Context: an optimization exercise on an open-source flow, tuned for small area, a short achievable clock period and few clock cycles per item. The choices shown serve that exercise and are no tape-out recipe.
Where RTL was checked, it was by simulation tests only, not by an equivalence proof against the original.

run 1:
==> module pla_ctrl, before the edit <==
module pla_ctrl #(
    parameter int M = 4
) (
    input  logic        i_clk,
    input  logic        i_rst_n,
    input  logic        i_in_valid,
    input  logic        i_in_last,
    output logic        o_in_stall,
    output logic        o_xfer,
    input  logic [16:0] i_root,
    input  logic        i_seg,
    input  logic        i_last,
    output logic        o_out_valid,
    input  logic        i_out_stall,
    output logic [31:0] o_out_length,
    output logic [15:0] o_out_count
);
    logic [M-1:0]  r_pend;      
    logic [16:0]   r_lo;
    logic          r_c;
    logic [14:0]   r_hi;
    logic          r_sat;
    logic [15:0]   r_cnt;
    logic          r_clr, r_ld;
    logic [15:0]   hi_inc;
    logic          ovf;
    logic [16:0]   base_lo;
    logic [17:0]   add_lo;
    logic [15:0]   base_cnt;
    logic          inc, pop, push;
    logic [47:0]   res;
    logic [47:0]   r_e [M];      
    logic [M-1:0]  r_v;          
    assign o_xfer = i_in_valid && !r_pend[M-1] && i_rst_n;
    assign inc    = o_xfer && i_in_last;
    assign pop    = r_v[0] && !i_out_stall;
    assign hi_inc   = {1'b0, r_hi} + 16'(r_c);
    assign ovf      = r_sat || hi_inc[15];
    assign base_lo  = r_clr ? 17'd0 : r_lo;
    assign add_lo   = {1'b0, base_lo} + {1'b0, i_seg ? i_root : 17'd0};
    assign base_cnt = r_clr ? 16'd0 : r_cnt;
    assign push = r_ld;
    assign res  = {ovf ? 32'hFFFF_FFFF : {hi_inc[14:0], r_lo}, r_cnt};
    always_ff @(posedge i_clk) begin
        if (!i_rst_n) begin
            r_pend <= '0;
            r_ld   <= 1'b0;
            r_clr  <= 1'b1;
            r_v    <= '0;
        end else begin
            for (int k = 0; k < M; k++) begin
                if (inc && !pop) begin
                    r_pend[k] <= (k == 0) ? 1'b1 : r_pend[k-1];
                end else if (pop && !inc) begin
                    r_pend[k] <= (k == M - 1) ? 1'b0 : r_pend[k+1];
                end
                if (push && !pop) begin
                    r_v[k] <= (k == 0) ? 1'b1 : r_v[k-1];
                end else if (pop && !push) begin
                    r_v[k] <= (k == M - 1) ? 1'b0 : r_v[k+1];
                end
            end
            r_ld  <= i_last;
            r_clr <= i_last;
        end
        r_lo  <= add_lo[16:0];
        r_c   <= add_lo[17];
        r_hi  <= r_clr ? 15'd0 : hi_inc[14:0];
        r_sat <= r_clr ? 1'b0 : ovf;
        r_cnt <= base_cnt + 16'(i_seg && base_cnt != 16'hFFFF);
        for (int k = 0; k < M; k++) begin
            if (pop) begin
                r_e[k] <= (k < M - 1 && r_v[(k < M - 1) ? k + 1 : k]) ? r_e[(k < M - 1) ? k + 1 : k] : res;
            end else if (!r_v[k]) begin
                r_e[k] <= res;
            end
        end
    end
    assign o_in_stall   = r_pend[M-1];
    assign o_out_valid  = r_v[0];
    assign o_out_length = r_e[0][47:16];
    assign o_out_count  = r_e[0][15:0];
endmodule
export LEC_CHECK = 0
export ABC_AREA = 1
export CAP_MARGIN = 20
export CORE_MARGIN = 2
export CORE_UTILIZATION = 40
export SLEW_MARGIN = 20
create_clock -name core_clock -period 10.0 [get_ports {i_clk}]
standard.sh (not shown) runs the stock make flow with config.mk's settings and CLKGATE_MAP_FILE= SYNTH_SCRIPT=/design/flow/synth_recipe.tcl, a recipe that flattens the netlist after the stock synthesis.
==> flow/flow/run.sh <==
#!/bin/bash
# the standard layout (the standard.sh: unchanged synthesis, floorplan,
# placement, clock tree, routing), with its timing repair aimed at a shorter
# period than the clock's: setup repair keeps going until each path has the
# margin below, instead of stopping once the 10 ns clock is met
bash standard.sh SETUP_SLACK_MARGIN=${MARGIN:-6.5} TNS_END_PERCENT=100 finish > standard.log 2>&1
Testbench counts of run 1, summed over its fixed seeds: cycles 7,066, points 6,831.
#### Input delta (run 2 over run 1)
--- a/flow/design.v
+++ b/flow/design.v
@@ -21,12 +21,12 @@
     logic [14:0]   r_hi;
     logic          r_sat;
     logic [15:0]   r_cnt;
-    logic          r_clr, r_ld;
-    logic [15:0]   hi_inc;
-    logic          ovf;
+    logic          r_clr;
+    logic [15:0]   hi_p0, hi_p1;
     logic [16:0]   base_lo;
     logic [17:0]   add_lo;
-    logic [15:0]   base_cnt;
+    logic [15:0]   base_cnt, cnt_n;
+    logic [31:0]   sum_n;
     logic          inc, pop, push;
     logic [47:0]   res;
     logic [47:0]   r_e [M];      
@@ -34,17 +34,24 @@
     assign o_xfer = i_in_valid && !r_pend[M-1] && i_rst_n;
     assign inc    = o_xfer && i_in_last;
     assign pop    = r_v[0] && !i_out_stall;
-    assign hi_inc   = {1'b0, r_hi} + 16'(r_c);
-    assign ovf      = r_sat || hi_inc[15];
+    assign hi_p0    = {1'b0, r_hi} + 16'(r_c);
+    assign hi_p1    = {1'b0, r_hi} + 16'(r_c) + 16'd1;
     assign base_lo  = r_clr ? 17'd0 : r_lo;
     assign add_lo   = {1'b0, base_lo} + {1'b0, i_seg ? i_root : 17'd0};
     assign base_cnt = r_clr ? 16'd0 : r_cnt;
-    assign push = r_ld;
-    assign res  = {ovf ? 32'hFFFF_FFFF : {hi_inc[14:0], r_lo}, r_cnt};
+    assign cnt_n    = base_cnt + 16'(i_seg && base_cnt != 16'hFFFF);
+    always_comb begin
+        if (!r_clr && (r_sat || (add_lo[17] ? hi_p1[15] : hi_p0[15]))) begin
+            sum_n = 32'hFFFF_FFFF;
+        end else begin
+            sum_n = {r_clr ? 15'd0 : (add_lo[17] ? hi_p1[14:0] : hi_p0[14:0]), add_lo[16:0]};
+        end
+    end
+    assign push = i_last;
+    assign res  = {sum_n, cnt_n};
     always_ff @(posedge i_clk) begin
         if (!i_rst_n) begin
             r_pend <= '0;
-            r_ld   <= 1'b0;
             r_clr  <= 1'b1;
             r_v    <= '0;
         end else begin
@@ -60,14 +67,13 @@
                     r_v[k] <= (k == M - 1) ? 1'b0 : r_v[k+1];
                 end
             end
-            r_ld  <= i_last;
             r_clr <= i_last;
         end
         r_lo  <= add_lo[16:0];
         r_c   <= add_lo[17];
-        r_hi  <= r_clr ? 15'd0 : hi_inc[14:0];
-        r_sat <= r_clr ? 1'b0 : ovf;
-        r_cnt <= base_cnt + 16'(i_seg && base_cnt != 16'hFFFF);
+        r_hi  <= r_clr ? 15'd0 : hi_p0[14:0];
+        r_sat <= !r_clr && (r_sat || hi_p0[15]);
+        r_cnt <= cnt_n;
         for (int k = 0; k < M; k++) begin
             if (pop) begin
                 r_e[k] <= (k < M - 1 && r_v[(k < M - 1) ? k + 1 : k]) ? r_e[(k < M - 1) ? k + 1 : k] : res;
Notes after the runs:
In summary, run 2 completed successfully, with a layout that passed the timing, DRC and antenna checks. Run 1 ended with every stage complete and zero timing, DRC or antenna violations. Delta (run 2 minus run 1): die area level; non-clock buffer area fraction after layout rose 1.9 points; total routing usage reported by global routing was more or less identical; clock sink total ~0 delta; clock-cell share of area grew by 0.43 points. Setup slack, run 1 and run 2, higher one = run 1.
Only the layout flow was run in run 2; the RTL was not checked for function there.

* * *

polyline_length_accumulator_core with an RTL version that a note above also has.
Size: about 4500 cells after synthesis, ~690 flip-flops, ~87 I/O pins, ~39000 sq um of cells after synthesis.
==> module pla_ctrl, before the edit <==
module pla_ctrl #(
    parameter int M = 4
) (
    input  logic        i_clk,
    input  logic        i_rst_n,
    input  logic        i_in_valid,
    input  logic        i_in_last,
    output logic        o_in_stall,
    output logic        o_xfer,
    input  logic [16:0] i_root,
    input  logic        i_seg,
    input  logic        i_last,
    output logic        o_out_valid,
    input  logic        i_out_stall,
    output logic [31:0] o_out_length,
    output logic [15:0] o_out_count
);
    logic [M-1:0]  r_pend;      
    logic [16:0]   r_lo;
    logic          r_c;
    logic [14:0]   r_hi;
    logic          r_sat;
    logic [15:0]   r_cnt;
    logic          r_clr;
    logic [15:0]   hi_p0, hi_p1;
    logic [16:0]   base_lo;
    logic [17:0]   add_lo;
    logic [15:0]   base_cnt, cnt_n;
    logic [31:0]   sum_n;
    logic          inc, pop, push;
    logic [47:0]   res;
    logic [47:0]   r_e [M];      
    logic [M-1:0]  r_v;          
    assign o_xfer = i_in_valid && !r_pend[M-1] && i_rst_n;
    assign inc    = o_xfer && i_in_last;
    assign pop    = r_v[0] && !i_out_stall;
    assign hi_p0    = {1'b0, r_hi} + 16'(r_c);
    assign hi_p1    = {1'b0, r_hi} + 16'(r_c) + 16'd1;
    assign base_lo  = r_clr ? 17'd0 : r_lo;
    assign add_lo   = {1'b0, base_lo} + {1'b0, i_seg ? i_root : 17'd0};
    assign base_cnt = r_clr ? 16'd0 : r_cnt;
    assign cnt_n    = base_cnt + 16'(i_seg && base_cnt != 16'hFFFF);
    always_comb begin
        if (!r_clr && (r_sat || (add_lo[17] ? hi_p1[15] : hi_p0[15]))) begin
            sum_n = 32'hFFFF_FFFF;
        end else begin
            sum_n = {r_clr ? 15'd0 : (add_lo[17] ? hi_p1[14:0] : hi_p0[14:0]), add_lo[16:0]};
        end
    end
    assign push = i_last;
    assign res  = {sum_n, cnt_n};
    always_ff @(posedge i_clk) begin
        if (!i_rst_n) begin
            r_pend <= '0;
            r_clr  <= 1'b1;
            r_v    <= '0;
        end else begin
            for (int k = 0; k < M; k++) begin
                if (inc && !pop) begin
                    r_pend[k] <= (k == 0) ? 1'b1 : r_pend[k-1];
                end else if (pop && !inc) begin
                    r_pend[k] <= (k == M - 1) ? 1'b0 : r_pend[k+1];
                end
                if (push && !pop) begin
                    r_v[k] <= (k == 0) ? 1'b1 : r_v[k-1];
                end else if (pop && !push) begin
                    r_v[k] <= (k == M - 1) ? 1'b0 : r_v[k+1];
                end
            end
            r_clr <= i_last;
        end
        r_lo  <= add_lo[16:0];
        r_c   <= add_lo[17];
        r_hi  <= r_clr ? 15'd0 : hi_p0[14:0];
        r_sat <= !r_clr && (r_sat || hi_p0[15]);
        r_cnt <= cnt_n;
        for (int k = 0; k < M; k++) begin
            if (pop) begin
                r_e[k] <= (k < M - 1 && r_v[(k < M - 1) ? k + 1 : k]) ? r_e[(k < M - 1) ? k + 1 : k] : res;
            end else if (!r_v[k]) begin
                r_e[k] <= res;
            end
        end
    end
    assign o_in_stall   = r_pend[M-1];
    assign o_out_valid  = r_v[0];
    assign o_out_length = r_e[0][47:16];
    assign o_out_count  = r_e[0][15:0];
endmodule
Settings: LEC_CHECK=0, ABC_AREA=1, CAP_MARGIN=20, CORE_MARGIN=2, CORE_UTILIZATION=40, CTS_BUF_LIST=sky130_fd_sc_hd__clkbuf_16, CTS_CLUSTER_DIAMETER=80, CTS_CLUSTER_SIZE=30, SLEW_MARGIN=20; clock period 10.0 ns.
Scripts as last shown in full above: flow/flow/run.sh
Next try:
--- a/flow/design.v
+++ b/flow/design.v
@@ -18,43 +18,36 @@
     logic [M-1:0]  r_pend;      
     logic [16:0]   r_lo;
     logic          r_c;
     logic [14:0]   r_hi;
     logic          r_sat;
     logic [15:0]   r_cnt;
-    logic          r_clr;
-    logic [15:0]   hi_p0, hi_p1;
+    logic          r_clr, r_ld;
+    logic [15:0]   hi_inc;
+    logic          ovf;
     logic [16:0]   base_lo;
     logic [17:0]   add_lo;
-    logic [15:0]   base_cnt, cnt_n;
-    logic [31:0]   sum_n;
+    logic [15:0]   base_cnt;
     logic          inc, pop, push;
     logic [47:0]   res;
     logic [47:0]   r_e [M];      
     logic [M-1:0]  r_v;          
     assign o_xfer = i_in_valid && !r_pend[M-1] && i_rst_n;
     assign inc    = o_xfer && i_in_last;
     assign pop    = r_v[0] && !i_out_stall;
-    assign hi_p0    = {1'b0, r_hi} + 16'(r_c);
-    assign hi_p1    = {1'b0, r_hi} + 16'(r_c) + 16'd1;
+    assign hi_inc   = {1'b0, r_hi} + 16'(r_c);
+    assign ovf      = r_sat || hi_inc[15];
     assign base_lo  = r_clr ? 17'd0 : r_lo;
     assign add_lo   = {1'b0, base_lo} + {1'b0, i_seg ? i_root : 17'd0};
     assign base_cnt = r_clr ? 16'd0 : r_cnt;
-    assign cnt_n    = base_cnt + 16'(i_seg && base_cnt != 16'hFFFF);
-    always_comb begin
-        if (!r_clr && (r_sat || (add_lo[17] ? hi_p1[15] : hi_p0[15]))) begin
-            sum_n = 32'hFFFF_FFFF;
-        end else begin
-            sum_n = {r_clr ? 15'd0 : (add_lo[17] ? hi_p1[14:0] : hi_p0[14:0]), add_lo[16:0]};
-        end
-    end
-    assign push = i_last;
-    assign res  = {sum_n, cnt_n};
+    assign push = r_ld;
+    assign res  = {ovf ? 32'hFFFF_FFFF : {hi_inc[14:0], r_lo}, r_cnt};
     always_ff @(posedge i_clk) begin
         if (!i_rst_n) begin
             r_pend <= '0;
+            r_ld   <= 1'b0;
             r_clr  <= 1'b1;
             r_v    <= '0;
         end else begin
             for (int k = 0; k < M; k++) begin
                 if (inc && !pop) begin
                     r_pend[k] <= (k == 0) ? 1'b1 : r_pend[k-1];
@@ -64,19 +57,20 @@
                 if (push && !pop) begin
                     r_v[k] <= (k == 0) ? 1'b1 : r_v[k-1];
                 end else if (pop && !push) begin
                     r_v[k] <= (k == M - 1) ? 1'b0 : r_v[k+1];
                 end
             end
+            r_ld  <= i_last;
             r_clr <= i_last;
         end
         r_lo  <= add_lo[16:0];
         r_c   <= add_lo[17];
-        r_hi  <= r_clr ? 15'd0 : hi_p0[14:0];
-        r_sat <= !r_clr && (r_sat || hi_p0[15]);
-        r_cnt <= cnt_n;
+        r_hi  <= r_clr ? 15'd0 : hi_inc[14:0];
+        r_sat <= r_clr ? 1'b0 : ovf;
+        r_cnt <= base_cnt + 16'(i_seg && base_cnt != 16'hFFFF);
         for (int k = 0; k < M; k++) begin
             if (pop) begin
                 r_e[k] <= (k < M - 1 && r_v[(k < M - 1) ? k + 1 : k]) ? r_e[(k < M - 1) ? k + 1 : k] : res;
             end else if (!r_v[k]) begin
                 r_e[k] <= res;
             end
Final cell count rises slightly.
Area after synthesis stays flat.
Clock skew goes down by 0.015 ns.
Register-to-register slack gains 0.12 ns.
Via count fell slightly.
Testbench counts after the change, summed over its fixed seeds: cycles 7,066, points 6,831.
Function not checked in the first run of this note: the RTL went through the layout flow alone.

* * *

## north
Another version of the RTL of polyline_length_accumulator_core (not shown whole).
For scale: roughly 4600 cells after synthesis, about 87 I/O pins, ~0.039 sq mm of cells after synthesis.
Settings: LEC_CHECK=0, ABC_AREA=1, CAP_MARGIN=20, CORE_MARGIN=2, CORE_UTILIZATION=40, CTS_BUF_LIST=sky130_fd_sc_hd__clkbuf_16, CTS_CLUSTER_DIAMETER=80, CTS_CLUSTER_SIZE=30, SLEW_MARGIN=20; clock period 10.0 ns.
==> flow/flow/run.sh <==
#!/bin/bash
# the standard layout (the standard.sh: unchanged synthesis, floorplan,
# placement, clock tree, routing) with two changes to how it is made:
# - every input and output port still gets its buffer, but a plain buf_2
#   instead of the delay-cell buffer that buffer_ports picks by itself
# - timing repair aims at a shorter period than the clock's: setup repair
#   keeps going until each path has the margin below, instead of stopping
#   once the 10 ns clock is met
bash standard.sh SETUP_SLACK_MARGIN=6.5 TNS_END_PERCENT=100 \
    "BUFFER_PORTS_ARGS=-buffer_cell sky130_fd_sc_hd__buf_2" finish > standard.log 2>&1
north: PASS, flow complete, no timing, DRC or antenna violations
Inputs modified between north and south:
--- a/flow/design.v
+++ b/flow/design.v
@@ -1084,21 +1084,26 @@
     logic [14:0] q816;
     logic [14:0] q7_q;
     logic [16:0] q7_r;
     logic [3:0] q7_rad;
     logic q7_seg;
     logic q7_last;
     logic [17:0] r817;
     logic [15:0] q818;
-    logic [18:0] r819;
-    logic [16:0] q820;
-    logic [16:0] q8_q;
+    logic [15:0] q8_q;
+    logic [17:0] q8_r;
+    logic [1:0] q8_rad;
     logic q8_seg;
     logic q8_last;
+    logic [18:0] r819;
+    logic [16:0] q820;
+    logic [16:0] q9_q;
+    logic q9_seg;
+    logic q9_last;
     assign cx = i_in_x;
     assign cy = i_in_y;
     assign cv = i_xfer;
     assign pp1 = b_dx[0] & b_dx[1];
     assign pp2 = b_dx[0] & b_dx[2];
     assign pp3 = b_dx[0] & b_dx[3];
     assign pp4 = b_dx[0] & b_dx[4];
     assign pp5 = b_dx[0] & b_dx[5];
@@ -1913,18 +1918,18 @@
     assign r811 = {r809[12:0], q5_rad[9], q5_rad[8]} + {~r809[13], q810 ^ {12{~r809[13]}}, 2'b11};
     assign q812 = {q810, ~r811[14]};
     assign r813 = {q6_r[13:0], q6_rad[7], q6_rad[6]} + {~q6_r[14], q6_q ^ {13{~q6_r[14]}}, 2'b11};
     assign q814 = {q6_q, ~r813[15]};
     assign r815 = {r813[14:0], q6_rad[5], q6_rad[4]} + {~r813[15], q814 ^ {14{~r813[15]}}, 2'b11};
     assign q816 = {q814, ~r815[16]};
     assign r817 = {q7_r[15:0], q7_rad[3], q7_rad[2]} + {~q7_r[16], q7_q ^ {15{~q7_r[16]}}, 2'b11};
     assign q818 = {q7_q, ~r817[17]};
-    assign r819 = {r817[16:0], q7_rad[1], q7_rad[0]} + {~r817[17], q818 ^ {16{~r817[17]}}, 2'b11};
-    assign q820 = {q818, ~r819[18]};
+    assign r819 = {q8_r[16:0], q8_rad[1], q8_rad[0]} + {~q8_r[17], q8_q ^ {16{~q8_r[17]}}, 2'b11};
+    assign q820 = {q8_q, ~r819[18]};
     always_ff @(posedge i_clk) begin
         if (cv) begin
             r_lp_x <= cx;
             r_lp_y <= cy;
         end
         b_dx <= {cx[15], cx} - {r_lp_x[15], r_lp_x};
         b_dy <= {cy[15], cy} - {r_lp_y[15], r_lp_y};
         t_c0_0 <= b_dx[0];
@@ -2068,17 +2073,20 @@
         q5_r <= r807;
         q5_rad <= q4_rad[11:0];
         q6_q <= q812;
         q6_r <= r811;
         q6_rad <= q5_rad[7:0];
         q7_q <= q816;
         q7_r <= r815;
         q7_rad <= q6_rad[3:0];
-        q8_q <= q820;
+        q8_q <= q818;
+        q8_r <= r817;
+        q8_rad <= q7_rad[1:0];
+        q9_q <= q820;
         if (!i_rst_n) begin
             r_have_prev <= 1'b0;
             b_seg       <= 1'b0;
             b_last      <= 1'b0;
             t_seg <= 1'b0;
             t_last <= 1'b0;
             s_seg <= 1'b0;
             s_last <= 1'b0;
@@ -2093,16 +2101,18 @@
             q5_seg <= 1'b0;
             q5_last <= 1'b0;
             q6_seg <= 1'b0;
             q6_last <= 1'b0;
             q7_seg <= 1'b0;
             q7_last <= 1'b0;
             q8_seg <= 1'b0;
             q8_last <= 1'b0;
+            q9_seg <= 1'b0;
+            q9_last <= 1'b0;
         end else begin
             if (i_xfer) r_have_prev <= !i_in_last;
             b_seg  <= i_xfer & r_have_prev;
             b_last <= i_xfer & i_in_last;
             t_seg <= b_seg;
             t_last <= b_last;
             s_seg <= t_seg;
             s_last <= t_last;
@@ -2117,21 +2127,23 @@
             q5_seg <= q4_seg;
             q5_last <= q4_last;
             q6_seg <= q5_seg;
             q6_last <= q5_last;
             q7_seg <= q6_seg;
             q7_last <= q6_last;
             q8_seg <= q7_seg;
             q8_last <= q7_last;
+            q9_seg <= q8_seg;
+            q9_last <= q8_last;
         end
     end
-    assign o_root = q8_q;
-    assign o_seg  = q8_seg;
-    assign o_last = q8_last;
+    assign o_root = q9_q;
+    assign o_seg  = q9_seg;
+    assign o_last = q9_last;
 endmodule
 module polyline_length_accumulator_core (
     input  logic        i_clk,
     input  logic        i_rst_n,
     input  logic        i_in_valid,
     output logic        o_in_stall,
     input  logic [15:0] i_in_x,
     input  logic [15:0] i_in_y,
Results
The highest routed metal layer comes out met5 in one run and met4 in the other, namely in south and north respectively.
As of south, inverter count had risen by a few percent compared to north.
Summary of south over north: fraction of area in registers now larger; cell total after placement increased by about 0.7% relative to the old numbers; clock latency on the worst-skew pair went up by 0.02 ns; core utilization saw a decrease.
Die height, north and south: smaller value in north
The final reports for south and north show clock buffer instance count of the final layout higher in the former.
Sequential-to-total area share from yosys stat is lower on north
Routed wire length delta for south relative to north: 2.0% lower
No functional check of the RTL was part of any run of this note.

-- separate check: timing with driven ports --
The flow's constraints put no driver on any port. The routed layouts listed below were extracted and timed again, unchanged, in two steps. Step 1 assumes that a clkbuf_16 drives the clock port and a buf_2 every other input. Step 2, shift: input delay + t, output delay - t, t = (earliest + latest rising clock arrival at the registers) / 2. This alone moves slack from input paths to output paths. a / b / c = ideal / step 1 / step 2; a / b = the first two.
| run | t (ns) | setup WS [ns] | worst setup path at the end | latest minus earliest clock arrival (ns) | worst data-port slew with drivers (ns) |
|---|---|---|---|---|---|
| run 1 | 0.685 | 6.565 / 6.539 / 5.976 | input to register | 0.038 / 0.039 | 0.07 |
| run 2 | 0.686 | 6.428 / 6.428 / 5.979 | input to register | 0.023 / 0.023 | 0.06 |
| the first run of note 2 | 0.655 | 6.441 / 6.441 / 5.983 | input to register | 0.051 / 0.051 | 0.06 |
| the second run of note 2 | 0.652 | 6.551 / 6.487 / 6.000 | input to register | 0.042 / 0.042 | 0.07 |
| north | 0.678 | 6.314 / 6.314 / 6.001 | input to register | 0.054 / 0.054 | 0.05 |
| south | 0.698 | 6.483 / 6.483 / 5.945 | input to register | 0.054 / 0.054 | 0.06 |
After both steps every run listed still meets setup and hold. For run 1, which loses most, drivers alone change the setup slack by -0.026 ns; drivers and shift together by -0.589 ns.
